This design comes from an exercise in tuning for small area, a short achievable clock period and few clock cycles per item on the open sky130 flow, not from production work.
RTL that was checked went through simulation tests only; none was proved equivalent to the original.
Power is estimated from default activity; no workload was simulated.

==> run a <==
==> flow/design.v <==
`default_nettype none
package wb_obi_pkg;
    localparam int ADDR_W = 32;           
    localparam int DATA_W = 32;           
    localparam int BE_W   = DATA_W / 8;   
    typedef struct packed {
        logic [ADDR_W-1:0] addr;    
        logic              we;      
        logic [BE_W-1:0]   be;      
        logic [DATA_W-1:0] wdata;   
    } obi_req_t;
    typedef struct packed {
        logic              cyc;   
        logic              stb;   
        logic              we;    
        logic [BE_W-1:0]   sel;   
        logic [ADDR_W-1:0] adr;   
        logic [DATA_W-1:0] dat;   
    } wb_req_t;
    typedef struct packed {
        logic              ack;   
        logic [DATA_W-1:0] dat;   
    } wb_rsp_t;
    typedef enum logic [1:0] {
        BR_IDLE,    
        BR_AWAIT,   
        BR_VALID    
    } bridge_state_e;
    typedef enum logic [1:0] {
        ARB_IDLE,   
        ARB_OWN0,   
        ARB_OWN1    
    } arb_state_e;
endpackage
`default_nettype wire
`timescale 1ns/10ps
`default_nettype none
module wb_sram #(
    parameter int RW = 5   
) (
    input  wire                 wb_clk_i,   
    input  wire  [2**RW-1:0]    rd_sel_i,   
    output logic [31:0]         rd_dat_o,   
    input  wire                 wr_en_i,    
    input  wire  [RW-1:0]       wr_row_i,   
    input  wire  [3:0]          wr_be_i,    
    input  wire  [31:0]         wr_dat_i    
);
    localparam int DEPTH = 2 ** RW;
    logic [31:0] mem_q [DEPTH];   
    always_ff @(posedge wb_clk_i) begin
        if (wr_en_i) begin
            for (int b = 0; b < 4; b++) begin
                if (wr_be_i[b]) begin
                    mem_q[wr_row_i][8*b +: 8] <= wr_dat_i[8*b +: 8];
                end
            end
        end
    end
    always_comb begin
        rd_dat_o = '0;
        for (int r = 0; r < DEPTH; r++) begin
            rd_dat_o = rd_dat_o | (mem_q[r] & {32{rd_sel_i[r]}});
        end
    end
endmodule
`default_nettype wire
`timescale 1ns/10ps
`default_nettype none
module obi_wb_subsys #(
    parameter int MEM_AW = 10,   
    parameter int BB     = 3     
) (
    input  wire                           wb_clk_i,        
    input  wire                           soc_rst_ni,      
    input  wire                           obi0_req_i,      
    input  wire [68:0]                    obi0_data_i,     
    output logic                          obi0_gnt_o,      
    output logic                          obi0_rvalid_o,   
    output logic [wb_obi_pkg::DATA_W-1:0] obi0_rdata_o,    
    input  wire                           obi1_req_i,      
    input  wire [68:0]                    obi1_data_i,     
    output logic                          obi1_gnt_o,      
    output logic                          obi1_rvalid_o,   
    output logic [wb_obi_pkg::DATA_W-1:0] obi1_rdata_o     
);
    localparam int WW = MEM_AW - 2;   
    localparam int RW = WW - BB;      
    localparam int NB = 2 ** BB;      
    logic [68:0] pay [2];   
    logic        req [2];
    assign pay[0] = obi0_data_i;
    assign pay[1] = obi1_data_i;
    assign req[0] = obi0_req_i;
    assign req[1] = obi1_req_i;
    logic          hv_q  [2];   
    logic          hwe_q [2];
    logic [3:0]    hbe_q [2];
    logic [WW-1:0] hwd_q [2];   
    logic [31:0]   hdat_q[2];
    logic          win_q [2];   
    logic          gnt_q [2];   
    logic          prio_q;      
    logic          hv_d  [2];
    logic          hwe_d [2];
    logic [WW-1:0] hwd_d [2];
    logic          win_d [2];
    logic          prio_d;
    logic          conf_d;
    logic          acc   [2];
    always_comb begin
        for (int p = 0; p < 2; p++) begin
            acc[p]   = req[p] & gnt_q[p];
            hv_d[p]  = acc[p] | (hv_q[p] & ~win_q[p]);
            hwe_d[p] = acc[p] ? pay[p][36] : hwe_q[p];
            hwd_d[p] = acc[p] ? pay[p][37+2 +: WW] : hwd_q[p];
        end
        conf_d = hv_d[0] & hv_d[1] & (hwe_d[0] == hwe_d[1])
               & (hwd_d[0][BB-1:0] == hwd_d[1][BB-1:0]);
        prio_d   = (win_q[0] & win_q[1]) ? prio_q : (hv_q[0] & hv_q[1] & win_q[0]) ? 1'b1
                 : (hv_q[0] & hv_q[1] & win_q[1]) ? 1'b0 : prio_q;
        win_d[0] = hv_d[0] & ~(conf_d & prio_d);
        win_d[1] = hv_d[1] & ~(conf_d & ~prio_d);
    end
    always_ff @(posedge wb_clk_i, negedge soc_rst_ni) begin
        if (!soc_rst_ni) begin
            for (int p = 0; p < 2; p++) begin
                hv_q[p]  <= 1'b0;
                win_q[p] <= 1'b0;
                gnt_q[p] <= 1'b1;
            end
            prio_q <= 1'b0;
        end else begin
            for (int p = 0; p < 2; p++) begin
                hv_q[p]  <= hv_d[p];
                win_q[p] <= win_d[p];
                gnt_q[p] <= ~hv_d[p] | win_d[p];
            end
            prio_q <= prio_d;
        end
    end
    always_ff @(posedge wb_clk_i) begin
        for (int p = 0; p < 2; p++) begin
            hwe_q[p] <= hwe_d[p];
            hwd_q[p] <= hwd_d[p];
            if (acc[p]) begin
                hbe_q[p]  <= pay[p][35:32];
                hdat_q[p] <= pay[p][31:0];
            end
        end
    end
    logic [2**RW-1:0] rsel_q [NB];   
    logic [NB-1:0] bsel_q [2];
    always_ff @(posedge wb_clk_i) begin
        for (int b = 0; b < NB; b++) begin
            for (int r = 0; r < 2 ** RW; r++) begin
                rsel_q[b][r] <= (win_d[0] & ~hwe_d[0] & (hwd_d[0] == WW'(r * NB + b)))
                              | (win_d[1] & ~hwe_d[1] & (hwd_d[1] == WW'(r * NB + b)));
            end
        end
        for (int p = 0; p < 2; p++) begin
            for (int b = 0; b < NB; b++) begin
                bsel_q[p][b] <= (hwd_d[p][BB-1:0] == BB'(b));
            end
        end
    end
    logic [31:0] bank_rd [NB];
    for (genvar b = 0; b < NB; b++) begin : g_bank
        logic w0, w1;
        assign w0 = win_q[0] & hwe_q[0] & (hwd_q[0][BB-1:0] == BB'(b));
        assign w1 = win_q[1] & hwe_q[1] & (hwd_q[1][BB-1:0] == BB'(b));
        wb_sram #(.RW(RW)) bank_i (
            .wb_clk_i (wb_clk_i),
            .rd_sel_i (rsel_q[b]),
            .rd_dat_o (bank_rd[b]),
            .wr_en_i  (w0 | w1),
            .wr_row_i (w0 ? hwd_q[0][WW-1:BB] : hwd_q[1][WW-1:BB]),
            .wr_be_i  (w0 ? hbe_q[0] : hbe_q[1]),
            .wr_dat_i (w0 ? hdat_q[0] : hdat_q[1])
        );
    end
    logic        rv_q [2];
    logic [31:0] rd_q [2];
    logic [31:0] rsel [2];
    always_comb begin
        for (int p = 0; p < 2; p++) begin
            rsel[p] = '0;
            for (int b = 0; b < NB; b++) begin
                rsel[p] = rsel[p] | (bank_rd[b] & {32{bsel_q[p][b]}});
            end
        end
    end
    always_ff @(posedge wb_clk_i, negedge soc_rst_ni) begin
        if (!soc_rst_ni) begin
            rv_q[0] <= 1'b0;
            rv_q[1] <= 1'b0;
        end else begin
            rv_q[0] <= win_q[0];
            rv_q[1] <= win_q[1];
        end
    end
    always_ff @(posedge wb_clk_i) begin
        rd_q[0] <= rsel[0];
        rd_q[1] <= rsel[1];
    end
    assign obi0_gnt_o    = gnt_q[0];
    assign obi1_gnt_o    = gnt_q[1];
    assign obi0_rvalid_o = rv_q[0];
    assign obi1_rvalid_o = rv_q[1];
    assign obi0_rdata_o  = rd_q[0];
    assign obi1_rdata_o  = rd_q[1];
endmodule
`default_nettype wire
==> flow/run.sh <==
#!/bin/bash
# synth_recipe.tcl (not shown) runs the flow's synth.tcl, then flattens the netlist and writes it again
# the make line also repeats each setting of config.mk as NAME=value (left out here)
make -C /OpenROAD-flow-scripts/flow DESIGN_CONFIG=/design/flow/config.mk WORK_HOME=/design/flow/orfs CLKGATE_MAP_FILE= SYNTH_SCRIPT=/design/flow/synth_recipe.tcl finish
==> flow/config.mk <==
export PLATFORM = sky130hd
export DESIGN_NAME = obi_wb_subsys
export DESIGN_NICKNAME = obi_wb_subsys
export VERILOG_FILES = /design/flow/design.v
export SDC_FILE = /design/flow/constraint.sdc
export NUM_CORES = 8
export LEC_CHECK = 0
export CAP_MARGIN = 20
export CORE_MARGIN = 2
export CORE_UTILIZATION = 35
export SLEW_MARGIN = 20
export SYNTH_MEMORY_MAX_BITS = 16384
==> flow/constraint.sdc <==
create_clock -name core_clock -period 7.0 [get_ports {wb_clk_i}]
set_input_delay 1.4000 -clock core_clock [delete_from_list [all_inputs] [get_ports {wb_clk_i}]]
set_output_delay 1.4000 -clock core_clock [all_outputs]
set_load 0.01 [all_outputs]
==> run b (differences from run a) <==
==> flow/design.v, changed modules only <==
module wb_sram #(
    parameter int RW = 5   
) (
    input  wire                 wb_clk_i,   
    input  wire  [2**RW-1:0]    rd_sel_i,   
    output logic [31:0]         rd_dat_o,   
    input  wire  [RW-1:0]       wr_row_i,   
    input  wire  [3:0]          wr_be_i,    
    input  wire  [31:0]         wr_dat_i    
);
    localparam int DEPTH = 2 ** RW;
    logic [31:0] mem_q [DEPTH];   
    always_ff @(posedge wb_clk_i) begin
        for (int r = 0; r < DEPTH; r++) begin
            for (int b = 0; b < 4; b++) begin
                if (wr_be_i[b] && wr_row_i == RW'(r)) begin
                    mem_q[r][8*b +: 8] <= wr_dat_i[8*b +: 8];
                end
            end
        end
    end
    always_comb begin
        rd_dat_o = '0;
        for (int r = 0; r < DEPTH; r++) begin
            rd_dat_o = rd_dat_o | (mem_q[r] & {32{rd_sel_i[r]}});
        end
    end
endmodule
module obi_wb_subsys #(
    parameter int MEM_AW = 10,   
    parameter int BB     = 3     
) (
    input  wire                           wb_clk_i,        
    input  wire                           soc_rst_ni,      
    input  wire                           obi0_req_i,      
    input  wire [68:0]                    obi0_data_i,     
    output logic                          obi0_gnt_o,      
    output logic                          obi0_rvalid_o,   
    output logic [wb_obi_pkg::DATA_W-1:0] obi0_rdata_o,    
    input  wire                           obi1_req_i,      
    input  wire [68:0]                    obi1_data_i,     
    output logic                          obi1_gnt_o,      
    output logic                          obi1_rvalid_o,   
    output logic [wb_obi_pkg::DATA_W-1:0] obi1_rdata_o     
);
    localparam int WW = MEM_AW - 2;   
    localparam int RW = WW - BB;      
    localparam int NB = 2 ** BB;      
    localparam int NR = 2 ** RW;      
    logic [68:0] pay [2];   
    logic        req [2];
    assign pay[0] = obi0_data_i;
    assign pay[1] = obi1_data_i;
    assign req[0] = obi0_req_i;
    assign req[1] = obi1_req_i;
    logic          hv_q  [2];   
    logic          hwe_q [2];
    logic [3:0]    hbe_q [2];
    logic [WW-1:0] hwd_q [2];   
    logic [31:0]   hdat_q[2];
    logic          win_q [2];   
    logic          gnt_q [2];   
    logic          prio_q;      
    logic          hv_d  [2];
    logic          hwe_d [2];
    logic [3:0]    hbe_d [2];
    logic [WW-1:0] hwd_d [2];
    logic          win_d [2];
    logic          prio_d;
    logic          conf_d;
    logic          acc   [2];
    always_comb begin
        for (int p = 0; p < 2; p++) begin
            acc[p]   = req[p] & gnt_q[p];
            hv_d[p]  = acc[p] | (hv_q[p] & ~win_q[p]);
            hwe_d[p] = acc[p] ? pay[p][36] : hwe_q[p];
            hbe_d[p] = acc[p] ? pay[p][35:32] : hbe_q[p];
            hwd_d[p] = acc[p] ? pay[p][37+2 +: WW] : hwd_q[p];
        end
        conf_d = hv_d[0] & hv_d[1] & (hwe_d[0] == hwe_d[1])
               & (hwd_d[0][BB-1:0] == hwd_d[1][BB-1:0]);
        prio_d   = (hv_q[0] & hv_q[1] & (win_q[0] ^ win_q[1])) ? win_q[0] : prio_q;
        win_d[0] = hv_d[0] & ~(conf_d & prio_d);
        win_d[1] = hv_d[1] & ~(conf_d & ~prio_d);
    end
    always_ff @(posedge wb_clk_i, negedge soc_rst_ni) begin
        if (!soc_rst_ni) begin
            for (int p = 0; p < 2; p++) begin
                hv_q[p]  <= 1'b0;
                win_q[p] <= 1'b0;
            end
            prio_q <= 1'b0;
        end else begin
            for (int p = 0; p < 2; p++) begin
                hv_q[p]  <= hv_d[p];
                win_q[p] <= win_d[p];
            end
            prio_q <= prio_d;
        end
    end
    always_ff @(posedge wb_clk_i) begin
        for (int p = 0; p < 2; p++) begin
            gnt_q[p] <= ~hv_d[p] | win_d[p];
            hwe_q[p] <= hwe_d[p];
            hbe_q[p] <= hbe_d[p];
            hwd_q[p] <= hwd_d[p];
            if (acc[p]) begin
                hdat_q[p] <= pay[p][31:0];
            end
        end
    end
    logic [NR-1:0] rsel_q [NB];   
    logic [NB-1:0] bsel_q [2];    
    logic [RW-1:0] wrow_q [NB];   
    logic [3:0]    wbe_q  [NB];   
    logic [NB-1:0] wsel_q;        
    logic          rd_d   [2];
    logic          wr_d   [2];
    logic [NB-1:0] bk_d   [2];    
    always_comb begin
        for (int p = 0; p < 2; p++) begin
            rd_d[p] = win_d[p] & ~hwe_d[p];
            wr_d[p] = win_d[p] & hwe_d[p];
            for (int b = 0; b < NB; b++) begin
                bk_d[p][b] = (hwd_d[p][BB-1:0] == BB'(b));
            end
        end
    end
    always_ff @(posedge wb_clk_i) begin
        for (int b = 0; b < NB; b++) begin
            for (int r = 0; r < NR; r++) begin
                rsel_q[b][r] <= (rd_d[0] & bk_d[0][b] & (hwd_d[0][WW-1:BB] == RW'(r)))
                              | (rd_d[1] & bk_d[1][b] & (hwd_d[1][WW-1:BB] == RW'(r)));
            end
            wsel_q[b] <= wr_d[1] & bk_d[1][b];
            wrow_q[b] <= (wr_d[1] & bk_d[1][b]) ? hwd_d[1][WW-1:BB] : hwd_d[0][WW-1:BB];
        end
        bsel_q[0] <= bk_d[0];
        bsel_q[1] <= bk_d[1];
    end
    always_ff @(posedge wb_clk_i, negedge soc_rst_ni) begin
        if (!soc_rst_ni) begin
            for (int b = 0; b < NB; b++) begin
                wbe_q[b] <= '0;
            end
        end else begin
            for (int b = 0; b < NB; b++) begin
                wbe_q[b] <= ({4{wr_d[0] & bk_d[0][b]}} & hbe_d[0])
                          | ({4{wr_d[1] & bk_d[1][b]}} & hbe_d[1]);
            end
        end
    end
    logic [31:0] bank_rd [NB];
    for (genvar b = 0; b < NB; b++) begin : g_bank
        wb_sram #(.RW(RW)) bank_i (
            .wb_clk_i (wb_clk_i),
            .rd_sel_i (rsel_q[b]),
            .rd_dat_o (bank_rd[b]),
            .wr_row_i (wrow_q[b]),
            .wr_be_i  (wbe_q[b]),
            .wr_dat_i (wsel_q[b] ? hdat_q[1] : hdat_q[0])
        );
    end
    logic        rv_q [2];
    logic [31:0] rd_q [2];
    logic [31:0] rsel [2];
    always_comb begin
        for (int p = 0; p < 2; p++) begin
            rsel[p] = '0;
            for (int b = 0; b < NB; b++) begin
                rsel[p] = rsel[p] | (bank_rd[b] & {32{bsel_q[p][b]}});
            end
        end
    end
    always_ff @(posedge wb_clk_i, negedge soc_rst_ni) begin
        if (!soc_rst_ni) begin
            rv_q[0] <= 1'b0;
            rv_q[1] <= 1'b0;
        end else begin
            rv_q[0] <= win_q[0];
            rv_q[1] <= win_q[1];
        end
    end
    always_ff @(posedge wb_clk_i) begin
        rd_q[0] <= rsel[0];
        rd_q[1] <= rsel[1];
    end
    assign obi0_gnt_o    = gnt_q[0];
    assign obi1_gnt_o    = gnt_q[1];
    assign obi0_rvalid_o = rv_q[0];
    assign obi1_rvalid_o = rv_q[1];
    assign obi0_rdata_o  = rd_q[0];
    assign obi1_rdata_o  = rd_q[1];
endmodule
--- a/flow/config.mk
+++ b/flow/config.mk
@@ -7,6 +7,9 @@
 export LEC_CHECK = 0
 export CAP_MARGIN = 20
 export CORE_MARGIN = 2
-export CORE_UTILIZATION = 35
+export CORE_UTILIZATION = 75
+export CTS_CLUSTER_DIAMETER = 80
+export CTS_CLUSTER_SIZE = 25
+export SETUP_SLACK_MARGIN = 4
 export SLEW_MARGIN = 20
 export SYNTH_MEMORY_MAX_BITS = 16384
==> summary of the runs <==
Run b produced a layout that fails on antenna rules. Run a finished but failed the layout checks on antenna rules. In run a the utilization is lower than in run b, by 41 points. Maximum frequency: run b is larger than run a (56%). Cell count: run b is lower than run a (about 25%). Of run a and run b, run b has the higher synthesized area (gap 1.1%, measured against run b). Of run b and run a, run b has the higher register-to-register slack (gap 1.9 ns). Of run a and run b, run a has the higher wire length (gap about 10%, measured against run b). Of run b and run a, run a has the higher non-clock buffer count (gap 510). Of run a and run b, run a has the higher combinational power (gap about 11%, measured against run b). In sequential power, run a and run b hardly differ. Critical path depth is the same in run a and run b. Sequential share of layout area: run a is lower than run b (5.0 points).
Testbench counts of run b, summed over its fixed seeds: cycles 3,331, items 6,400.
Only the layout flow was run in run a; the RTL was not checked for function there.

## what the ideal ports hide
The flow's constraints put no driver on any port. The routed layouts listed below were extracted and timed again, unchanged, in two steps.
Step 1 assumes that a clkbuf_16 drives the clock port and a buf_2 every other input.
Step 2 also shifts input and output timing later by t, the mid clock arrival at the registers, as if the neighbouring blocks saw the same clock.
Three values: ideal, step 1, step 2; two values: the first two.
| run | shift t [ns] | setup slack, ns | worst setup path after step 2 | worst data-port slew with drivers (ns) |
|---|---|---|---|---|
| run a | 1.359 | 1.744 / 1.744 / 0.971 | input to register | 0.10 |
| run b | 1.230 | 3.626 / 3.626 / 2.661 | input to register | 0.34 |
The setup slack of run b, which loses most, moves by 0.000 ns with the drivers and by -0.965 ns with both steps.
